Context: an optimization exercise on an open-source flow, tuned for small area, a short achievable clock period and few clock cycles per item. The choices shown serve that exercise and are no tape-out recipe.
RTL that was checked went through simulation tests only; none was proved equivalent to the original.

==> module sw_pe, before the edit <==
module sw_pe #(
    parameter int ROW = 0
) (
    input  logic       i_first,
    input  logic       i_match,
    input  logic [5:0] i_left_ht,
    input  logic [5:0] i_left_et,
    input  logic [5:0] i_diag_ht,
    output logic [5:0] o_et,
    output logic [5:0] o_key,
    output logic [5:0] o_self
);
    function automatic logic gt(input logic [5:0] a, input logic [5:0] b);
        logic g;
        g = 1'b0;
        for (int i = 0; i < 6; i++) begin
            g = (a[i] & ~b[i]) | (a[i] & g) | (~b[i] & g);
        end
        gt = g;
    endfunction
    localparam logic [5:0] KMASK = 6'((1 << $clog2(6 * ROW + 8)) - 1);
    logic [5:0] a2;
    logic [5:0] b2;
    logic [5:0] d2;
    logic       a_gt_b;
    logic       d_top;
    logic       s_d;
    logic       s_a;
    logic       s_b;
    assign a2 = KMASK & 6'(int'(i_left_et) - 1);
    assign b2 = KMASK & ((int'(i_left_ht) > ROW + 7) ? 6'(int'(i_left_ht) - 5) : 6'(ROW + 2));
    generate
        if (ROW == 0) begin : g_top
            assign d2 = i_match ? 6'd7 : 6'd2;
        end else begin : g_below
            assign d2 = KMASK & (i_diag_ht + {!i_match, !i_match, !i_match, 1'b1, 1'b0, !i_match});
        end
    endgenerate
    assign a_gt_b = gt(a2, b2);
    assign d_top  = !gt(a2, d2) && !gt(b2, d2);
    assign s_d    = !i_first && d_top;
    assign s_a    = !i_first && !d_top && a_gt_b;
    assign s_b    = !i_first && !d_top && !a_gt_b;
    assign o_et   = i_first ? 6'(ROW + 2) : (a_gt_b ? a2 : b2);
    assign o_key  = ({6{s_d}} & d2) | ({6{s_a}} & a2) | ({6{s_b}} & b2)
                  | ({6{i_first}} & (i_match ? 6'(ROW + 7) : 6'(ROW + 2)));
    assign o_self = o_key + 6'd2;
endmodule
clock: 13.0 ns
lec_check: 0
abc_area: 1
cap_margin: 20
core_margin: 2
core_utilization: 40
cts_buf_list: sky130_fd_sc_hd__clkbuf_8
place_density: 0.8
slew_margin: 20
run.sh (not shown) runs the stock make flow with config.mk's settings and CLKGATE_MAP_FILE= SYNTH_SCRIPT=/design/flow/synth_recipe.tcl, a recipe that flattens the netlist after the stock synthesis.
The baseline passed the timing, design-rule and antenna checks.
Testbench counts at the start, summed over its fixed seeds: cycles 19,677, jobs 1,600.
Next try:
--- a/flow/design.v
+++ b/flow/design.v
@@ -95,5 +95,5 @@
             assign d2 = i_match ? 6'd7 : 6'd2;
         end else begin : g_below
-            assign d2 = KMASK & (i_diag_ht + {!i_match, !i_match, !i_match, 1'b1, 1'b0, !i_match});
+            assign d2 = KMASK & (i_match ? 6'(int'(i_diag_ht) + 4) : 6'(int'(i_diag_ht) - 3));
         end
     endgenerate
After rerunning:
- final area rose by 4.5%
- sequential share of layout area fell by 0.90 points
- worst setup slack gets better by 0.22 ns
- global-route usage rose by 0.49 points
- fmax rose by 4.7%
- wire length rose by 4.7%
- via count rose by 4.6%
- count of clock-buffer cells in the layout rose by 1
No functional check of the RTL was part of the second run of this note.

Setup of the baseline:
Another version of the RTL of sw_core (not shown whole).
For scale: about 170 flip-flops, about 80 I/O pins, roughly 14000 um2 of cells after synthesis.
==> module sw_max_select, before the edit <==
module sw_max_select (
    input  logic        clk,
    input  logic        rst,
    input  logic        i_start,
    input  logic [23:0] i_ht_top,
    input  logic [23:0] i_ht_bot,
    input  logic [3:0]  i_read_len,
    input  logic        i_first,
    input  logic        i_last,
    input  logic        i_ready,
    output logic        o_credit_ok,
    output logic        o_valid,
    output logic [9:0]  o_score,
    output logic [2:0]  o_row,
    output logic [3:0]  o_column
);
    localparam int N = sw_pkg::READ_MAX_LEN;
    function automatic logic gt(input logic [5:0] a, input logic [5:0] b);
        logic g;
        g = 1'b0;
        for (int i = 0; i < 6; i++) begin
            g = (a[i] & ~b[i]) | (a[i] & g) | (~b[i] & g);
        end
        gt = g;
    endfunction
    function automatic logic gt9(input logic [8:0] a, input logic [8:0] b);
        logic g;
        g = 1'b0;
        for (int i = 0; i < 9; i++) begin
            g = (a[i] & ~b[i]) | (a[i] & g) | (~b[i] & g);
        end
        gt9 = g;
    endfunction
    function automatic logic [5:0] h_of(input logic [5:0] ht, input int r, input logic en);
        h_of = en ? (6'((1 << $clog2(5 * r + 6)) - 1) & 6'(ht - 6'(r + 4))) : 6'd0;
    endfunction
    function automatic logic [7:0] max4i(input logic [5:0] a, input logic [5:0] b,
                                         input logic [5:0] c, input logic [5:0] d);
        logic       lo0;
        logic       lo1;
        logic       lo2;
        logic [5:0] s0;
        logic [5:0] s1;
        lo0 = gt(b, a);
        lo1 = gt(d, c);
        s0  = lo0 ? b : a;
        s1  = lo1 ? d : c;
        lo2 = gt(s1, s0);
        max4i = lo2 ? {s1, 1'b1, lo1} : {s0, 1'b0, lo0};
    endfunction
    logic [5:0] h [0:N-1];
    generate
        for (genvar r = 0; r < N / 2; r++) begin : g_h
            assign h[r]         = h_of(i_ht_top[6*r +: 6], r, 4'(r) < i_read_len);
            assign h[r + N / 2] = h_of(i_ht_bot[6*r +: 6], r + N / 2, 4'(r + N / 2) < read_len_v);
        end
    endgenerate
    logic [5:0] t_max;
    logic [1:0] t_row;
    logic [3:0] read_len_v;
    logic       first_v;
    logic       last_v;
    logic [7:0] top_m;
    logic [7:0] bot_m;
    logic       lo;
    assign top_m = max4i(h[0], h[1], h[2], h[3]);
    assign bot_m = max4i(h[4], h[5], h[6], h[7]);
    assign lo    = gt(bot_m[7:2], t_max);
    logic [5:0]  c_max;
    logic [2:0]  c_row;
    logic        c_first;
    logic        c_last;
    always_ff @(posedge clk or posedge rst) begin
        if (rst) begin
            last_v <= 1'b0;
        end else begin
            last_v <= i_last;
        end
    end
    always_ff @(posedge clk) begin
        t_max      <= top_m[7:2];
        t_row      <= top_m[1:0];
        read_len_v <= i_read_len;
        first_v    <= i_first;
    end
    assign c_max   = lo ? bot_m[7:2] : t_max;
    assign c_row   = lo ? {1'b1, bot_m[1:0]} : {1'b0, t_row};
    assign c_first = first_v;
    assign c_last  = last_v;
    logic [5:0]  b_score;
    logic [2:0]  b_row;
    logic [3:0]  b_col;
    logic        b_full;
    logic [3:0]  col;
    logic        win;
    logic [12:0] n_best;
    assign win    = c_first || gt9({c_max, ~c_row}, {b_score, ~b_row});
    assign n_best = win ? {c_max, c_row, (c_first ? 4'd0 : col)} : {b_score, b_row, b_col};
    logic        take;
    logic        out_free;
    logic [1:0]  inflight;
    logic [12:0] o_data;
    assign take        = o_valid && i_ready;
    assign out_free    = !o_valid || take;
    assign o_credit_ok = !inflight[1] || take;
    always_ff @(posedge clk or posedge rst) begin
        if (rst) begin
            inflight <= '0;
            o_valid  <= 1'b0;
            b_full   <= 1'b0;
        end else begin
            inflight <= inflight + 2'(i_start) - 2'(take);
            if (b_full) begin
                if (out_free) begin
                    o_valid <= 1'b1;
                    b_full  <= 1'b0;
                end
            end else if (c_last) begin
                if (out_free) begin
                    o_valid <= 1'b1;
                end else begin
                    b_full <= 1'b1;
                end
            end else if (take) begin
                o_valid <= 1'b0;
            end
        end
    end
    always_ff @(posedge clk) begin
        col <= c_first ? 4'd1 : col + 4'd1;
        if (!b_full) begin
            {b_score, b_row, b_col} <= n_best;
        end
        if (out_free) begin
            o_data <= b_full ? {b_score, b_row, b_col} : n_best;
        end
    end
    assign o_score  = {4'd0, o_data[12:7]};
    assign o_row    = o_data[6:4];
    assign o_column = o_data[3:0];
endmodule
Settings: LEC_CHECK=0, ABC_AREA=1, CAP_MARGIN=20, CORE_MARGIN=2, CORE_UTILIZATION=40, CTS_BUF_LIST=sky130_fd_sc_hd__clkbuf_8, SLEW_MARGIN=20; clock period 13.0 ns.
The baseline | stages: all done | timing, DRC, antenna: all pass
Setup changes, the baseline to the candidate
--- a/flow/design.v
+++ b/flow/design.v
@@ -383,24 +383,25 @@
     logic        c_first;
     logic        c_last;
     always_ff @(posedge clk or posedge rst) begin
         if (rst) begin
             last_v <= 1'b0;
+            c_last <= 1'b0;
         end else begin
             last_v <= i_last;
+            c_last <= last_v;
         end
     end
     always_ff @(posedge clk) begin
         t_max      <= top_m[7:2];
         t_row      <= top_m[1:0];
         read_len_v <= i_read_len;
         first_v    <= i_first;
+        c_max      <= lo ? bot_m[7:2] : t_max;
+        c_row      <= lo ? {1'b1, bot_m[1:0]} : {1'b0, t_row};
+        c_first    <= first_v;
     end
-    assign c_max   = lo ? bot_m[7:2] : t_max;
-    assign c_row   = lo ? {1'b1, bot_m[1:0]} : {1'b0, t_row};
-    assign c_first = first_v;
-    assign c_last  = last_v;
     logic [5:0]  b_score;
     logic [2:0]  b_row;
     logic [3:0]  b_col;
     logic        b_full;
     logic [3:0]  col;
### Flow results
met2 wirelength from detailed routing went up by more than 10% going from the baseline to the candidate. Gate count after technology mapping is higher on the candidate. Against the baseline as the reference, the candidate delivers a lower non-clock buffer count. Summary — layout sequential cell count, the candidate relative to the baseline: higher, by 11. The candidate has tightest hold margin below what the baseline had.
Testbench counts of the candidate, summed over its fixed seeds: cycles 19,808, jobs 1,600.
No functional check of the RTL was part of the baseline.

sw_core, a different RTL version from the one above (not shown whole).
For scale: ~2600 cells after synthesis, roughly 160 flip-flops, ~80 I/O pins, roughly 0.016 mm² of cells after synthesis.
==> module sw_pe, before the edit <==
module sw_pe #(
    parameter int ROW = 0
) (
    input  logic       i_first,
    input  logic       i_match,
    input  logic [5:0] i_left_ht,
    input  logic [5:0] i_left_et,
    input  logic [5:0] i_diag_ht,
    output logic [5:0] o_et,
    output logic [5:0] o_key,
    output logic [5:0] o_self
);
    function automatic logic gt(input logic [5:0] a, input logic [5:0] b);
        logic g;
        g = 1'b0;
        for (int i = 0; i < 6; i++) begin
            g = (a[i] & ~b[i]) | (a[i] & g) | (~b[i] & g);
        end
        gt = g;
    endfunction
    localparam logic [5:0] KMASK = 6'((1 << $clog2(6 * ROW + 8)) - 1);
    logic [5:0] a2;
    logic [5:0] b2;
    logic [5:0] d2;
    logic       a_gt_b;
    logic       d_top;
    logic       s_d;
    logic       s_a;
    logic       s_b;
    assign a2 = KMASK & ((int'(i_left_et) > ROW + 2) ? 6'(int'(i_left_et) - 1) : 6'(ROW + 2));
    assign b2 = KMASK & ((int'(i_left_ht) > ROW + 7) ? 6'(int'(i_left_ht) - 5) : 6'(ROW + 2));
    generate
        if (ROW == 0) begin : g_top
            assign d2 = i_match ? 6'd7 : 6'd2;
        end else begin : g_below
            assign d2 = KMASK & (i_match ? 6'(int'(i_diag_ht) + 4)
                      : ((int'(i_diag_ht) > ROW + 5) ? 6'(int'(i_diag_ht) - 3) : 6'(ROW + 2)));
        end
    endgenerate
    assign a_gt_b = gt(a2, b2);
    assign d_top  = !gt(a2, d2) && !gt(b2, d2);
    assign s_d    = !i_first && d_top;
    assign s_a    = !i_first && !d_top && a_gt_b;
    assign s_b    = !i_first && !d_top && !a_gt_b;
    assign o_et   = i_first ? 6'(ROW + 2) : (a_gt_b ? a2 : b2);
    assign o_key  = ({6{s_d}} & d2) | ({6{s_a}} & a2) | ({6{s_b}} & b2)
                  | ({6{i_first}} & (i_match ? 6'(ROW + 7) : 6'(ROW + 2)));
    assign o_self = o_key + 6'd2;
endmodule
==> module sw_max_select, before the edit <==
module sw_max_select (
    input  logic        clk,
    input  logic        rst,
    input  logic        i_start,
    input  logic [47:0] i_ht,
    input  logic [3:0]  i_read_len,
    input  logic        i_first,
    input  logic        i_last,
    input  logic        i_ready,
    output logic        o_credit_ok,
    output logic        o_valid,
    output logic [9:0]  o_score,
    output logic [2:0]  o_row,
    output logic [3:0]  o_column
);
    localparam int N = sw_pkg::READ_MAX_LEN;
    function automatic logic gt(input logic [5:0] a, input logic [5:0] b);
        logic g;
        g = 1'b0;
        for (int i = 0; i < 6; i++) begin
            g = (a[i] & ~b[i]) | (a[i] & g) | (~b[i] & g);
        end
        gt = g;
    endfunction
    function automatic logic gt9(input logic [8:0] a, input logic [8:0] b);
        logic g;
        g = 1'b0;
        for (int i = 0; i < 9; i++) begin
            g = (a[i] & ~b[i]) | (a[i] & g) | (~b[i] & g);
        end
        gt9 = g;
    endfunction
    logic [7:0] row_en;
    always_ff @(posedge clk) begin
        for (int r = 0; r < N; r++) begin
            row_en[r] <= (4'(r) < i_read_len);
        end
    end
    logic [5:0] h [0:N-1];
    generate
        for (genvar r = 0; r < N; r++) begin : g_h
            localparam logic [5:0] HMASK = 6'((1 << $clog2(5 * r + 6)) - 1);
            assign h[r] = row_en[r] ? (HMASK & 6'(i_ht[6*r +: 6] - 6'(r + 4))) : 6'd0;
        end
    endgenerate
    logic [5:0] s1 [0:3];
    logic [2:0] r1 [0:3];
    logic [5:0] s2 [0:1];
    logic [2:0] r2 [0:1];
    logic [5:0] cmax;
    logic [2:0] crow;
    generate
        for (genvar i = 0; i < 4; i++) begin : g_l1
            logic lo;
            assign lo    = gt(h[2*i+1], h[2*i]);
            assign s1[i] = lo ? h[2*i+1] : h[2*i];
            assign r1[i] = lo ? 3'(2*i+1) : 3'(2*i);
        end
        for (genvar i = 0; i < 2; i++) begin : g_l2
            logic lo;
            assign lo    = gt(s1[2*i+1], s1[2*i]);
            assign s2[i] = lo ? s1[2*i+1] : s1[2*i];
            assign r2[i] = lo ? r1[2*i+1] : r1[2*i];
        end
    endgenerate
    logic lo3;
    assign lo3  = gt(s2[1], s2[0]);
    assign cmax = lo3 ? s2[1] : s2[0];
    assign crow = lo3 ? r2[1] : r2[0];
    logic [5:0]  c_max;
    logic [2:0]  c_row;
    logic        c_first;
    logic        c_last;
    always_ff @(posedge clk or posedge rst) begin
        if (rst) begin
            c_last <= 1'b0;
        end else begin
            c_last <= i_last;
        end
    end
    always_ff @(posedge clk) begin
        c_max   <= cmax;
        c_row   <= crow;
        c_first <= i_first;
    end
    logic [5:0]  b_score;
    logic [2:0]  b_row;
    logic [3:0]  b_col;
    logic        b_full;
    logic [3:0]  col;
    logic        win;
    logic [12:0] n_best;
    assign win    = c_first || gt9({c_max, ~c_row}, {b_score, ~b_row});
    assign n_best = win ? {c_max, c_row, (c_first ? 4'd0 : col)} : {b_score, b_row, b_col};
    logic        take;
    logic        out_free;
    logic [1:0]  inflight;
    logic [12:0] o_data;
    assign take        = o_valid && i_ready;
    assign out_free    = !o_valid || take;
    assign o_credit_ok = !inflight[1] || take;
    always_ff @(posedge clk or posedge rst) begin
        if (rst) begin
            inflight <= '0;
            o_valid  <= 1'b0;
            b_full   <= 1'b0;
        end else begin
            inflight <= inflight + 2'(i_start) - 2'(take);
            if (b_full) begin
                if (out_free) begin
                    o_valid <= 1'b1;
                    b_full  <= 1'b0;
                end
            end else if (c_last) begin
                if (out_free) begin
                    o_valid <= 1'b1;
                end else begin
                    b_full <= 1'b1;
                end
            end else if (take) begin
                o_valid <= 1'b0;
            end
        end
    end
    always_ff @(posedge clk) begin
        col <= c_first ? 4'd1 : col + 4'd1;
        if (!b_full) begin
            {b_score, b_row, b_col} <= n_best;
        end
        if (out_free) begin
            o_data <= b_full ? {b_score, b_row, b_col} : n_best;
        end
    end
    assign o_score  = {4'd0, o_data[12:7]};
    assign o_row    = o_data[6:4];
    assign o_column = o_data[3:0];
endmodule
clock: 13.0 ns
lec_check: 0
abc_area: 1
cap_margin: 20
core_margin: 2
core_utilization: 40
slew_margin: 20
The starting point completed with no timing, DRC or antenna violations.
Testbench counts at the start, summed over its fixed seeds: cycles 19,677, jobs 1,600.
Change:
--- a/flow/design.v
+++ b/flow/design.v
@@ -85,20 +85,19 @@
     logic [5:0] d2;
     logic       a_gt_b;
     logic       d_top;
     logic       s_d;
     logic       s_a;
     logic       s_b;
-    assign a2 = KMASK & ((int'(i_left_et) > ROW + 2) ? 6'(int'(i_left_et) - 1) : 6'(ROW + 2));
+    assign a2 = KMASK & 6'(int'(i_left_et) - 1);
     assign b2 = KMASK & ((int'(i_left_ht) > ROW + 7) ? 6'(int'(i_left_ht) - 5) : 6'(ROW + 2));
     generate
         if (ROW == 0) begin : g_top
             assign d2 = i_match ? 6'd7 : 6'd2;
         end else begin : g_below
-            assign d2 = KMASK & (i_match ? 6'(int'(i_diag_ht) + 4)
-                      : ((int'(i_diag_ht) > ROW + 5) ? 6'(int'(i_diag_ht) - 3) : 6'(ROW + 2)));
+            assign d2 = KMASK & (i_match ? 6'(int'(i_diag_ht) + 4) : 6'(int'(i_diag_ht) - 3));
         end
     endgenerate
     assign a_gt_b = gt(a2, b2);
     assign d_top  = !gt(a2, d2) && !gt(b2, d2);
     assign s_d    = !i_first && d_top;
     assign s_a    = !i_first && !d_top && a_gt_b;
@@ -264,16 +263,20 @@
         g = 1'b0;
         for (int i = 0; i < 9; i++) begin
             g = (a[i] & ~b[i]) | (a[i] & g) | (~b[i] & g);
         end
         gt9 = g;
     endfunction
+    logic [3:0] read_len;
     logic [7:0] row_en;
     always_ff @(posedge clk) begin
+        read_len <= i_read_len;
+    end
+    always_comb begin
         for (int r = 0; r < N; r++) begin
-            row_en[r] <= (4'(r) < i_read_len);
+            row_en[r] = (4'(r) < read_len);
         end
     end
     logic [5:0] h [0:N-1];
     generate
         for (genvar r = 0; r < N; r++) begin : g_h
             localparam logic [5:0] HMASK = 6'((1 << $clog2(5 * r + 6)) - 1);
Core utilization barely changes.
Die area is about the same.
Final area barely changes.
Wire length came out higher by about 6%.
Synthesized cell count is about the same.
Via count is higher by 0.75%.
For the second run of this note, only the layout was checked, not whether the RTL still works.

-- afterwards: timing with drivers on the ports --
Ports are ideal in the flow. The routed layouts listed here were re-timed in OpenROAD.
Step 1 (the two cells are an assumption about what drives the block):
set clk [get_ports {clk}]
set_driving_cell -lib_cell sky130_fd_sc_hd__clkbuf_16 $clk
set_driving_cell -lib_cell sky130_fd_sc_hd__buf_2 [delete_from_list [all_inputs] $clk]
Step 2 also shifts input and output timing later by t, the mid clock arrival at the registers, as if the neighbouring blocks saw the same clock.
a / b / c = ideal ports / drivers / drivers and shift; a / b = the first two.
run | shift t [ns] | setup slack, ns | worst setup path at the end | worst register clock-pin slew, ns | cell pins on the clock port's net
the first run of note 1 | 0.512 | 8.176 / 8.176 / 8.176 | register to register | 0.11 / 0.11 | 1
the second run of note 1 | 0.538 | 8.393 / 8.393 / 8.393 | register to register | 0.11 / 0.11 | 1
the baseline | 0.541 | 8.068 / 8.068 / 8.068 | register to register | 0.12 / 0.12 | 1
the candidate | 0.560 | 8.939 / 8.889 / 8.475 | input to register | 0.12 / 0.12 | 1
the first run of note 3 | 0.514 | 8.212 / 8.212 / 8.212 | register to register | 0.07 / 0.07 | 1
the second run of note 3 | 0.504 | 8.343 / 8.343 / 8.343 | register to register | 0.08 / 0.08 | 1
After both steps setup and hold are still met in every run listed. The setup slack of the candidate, which loses most, moves by -0.050 ns with the drivers and by -0.464 ns with both steps.
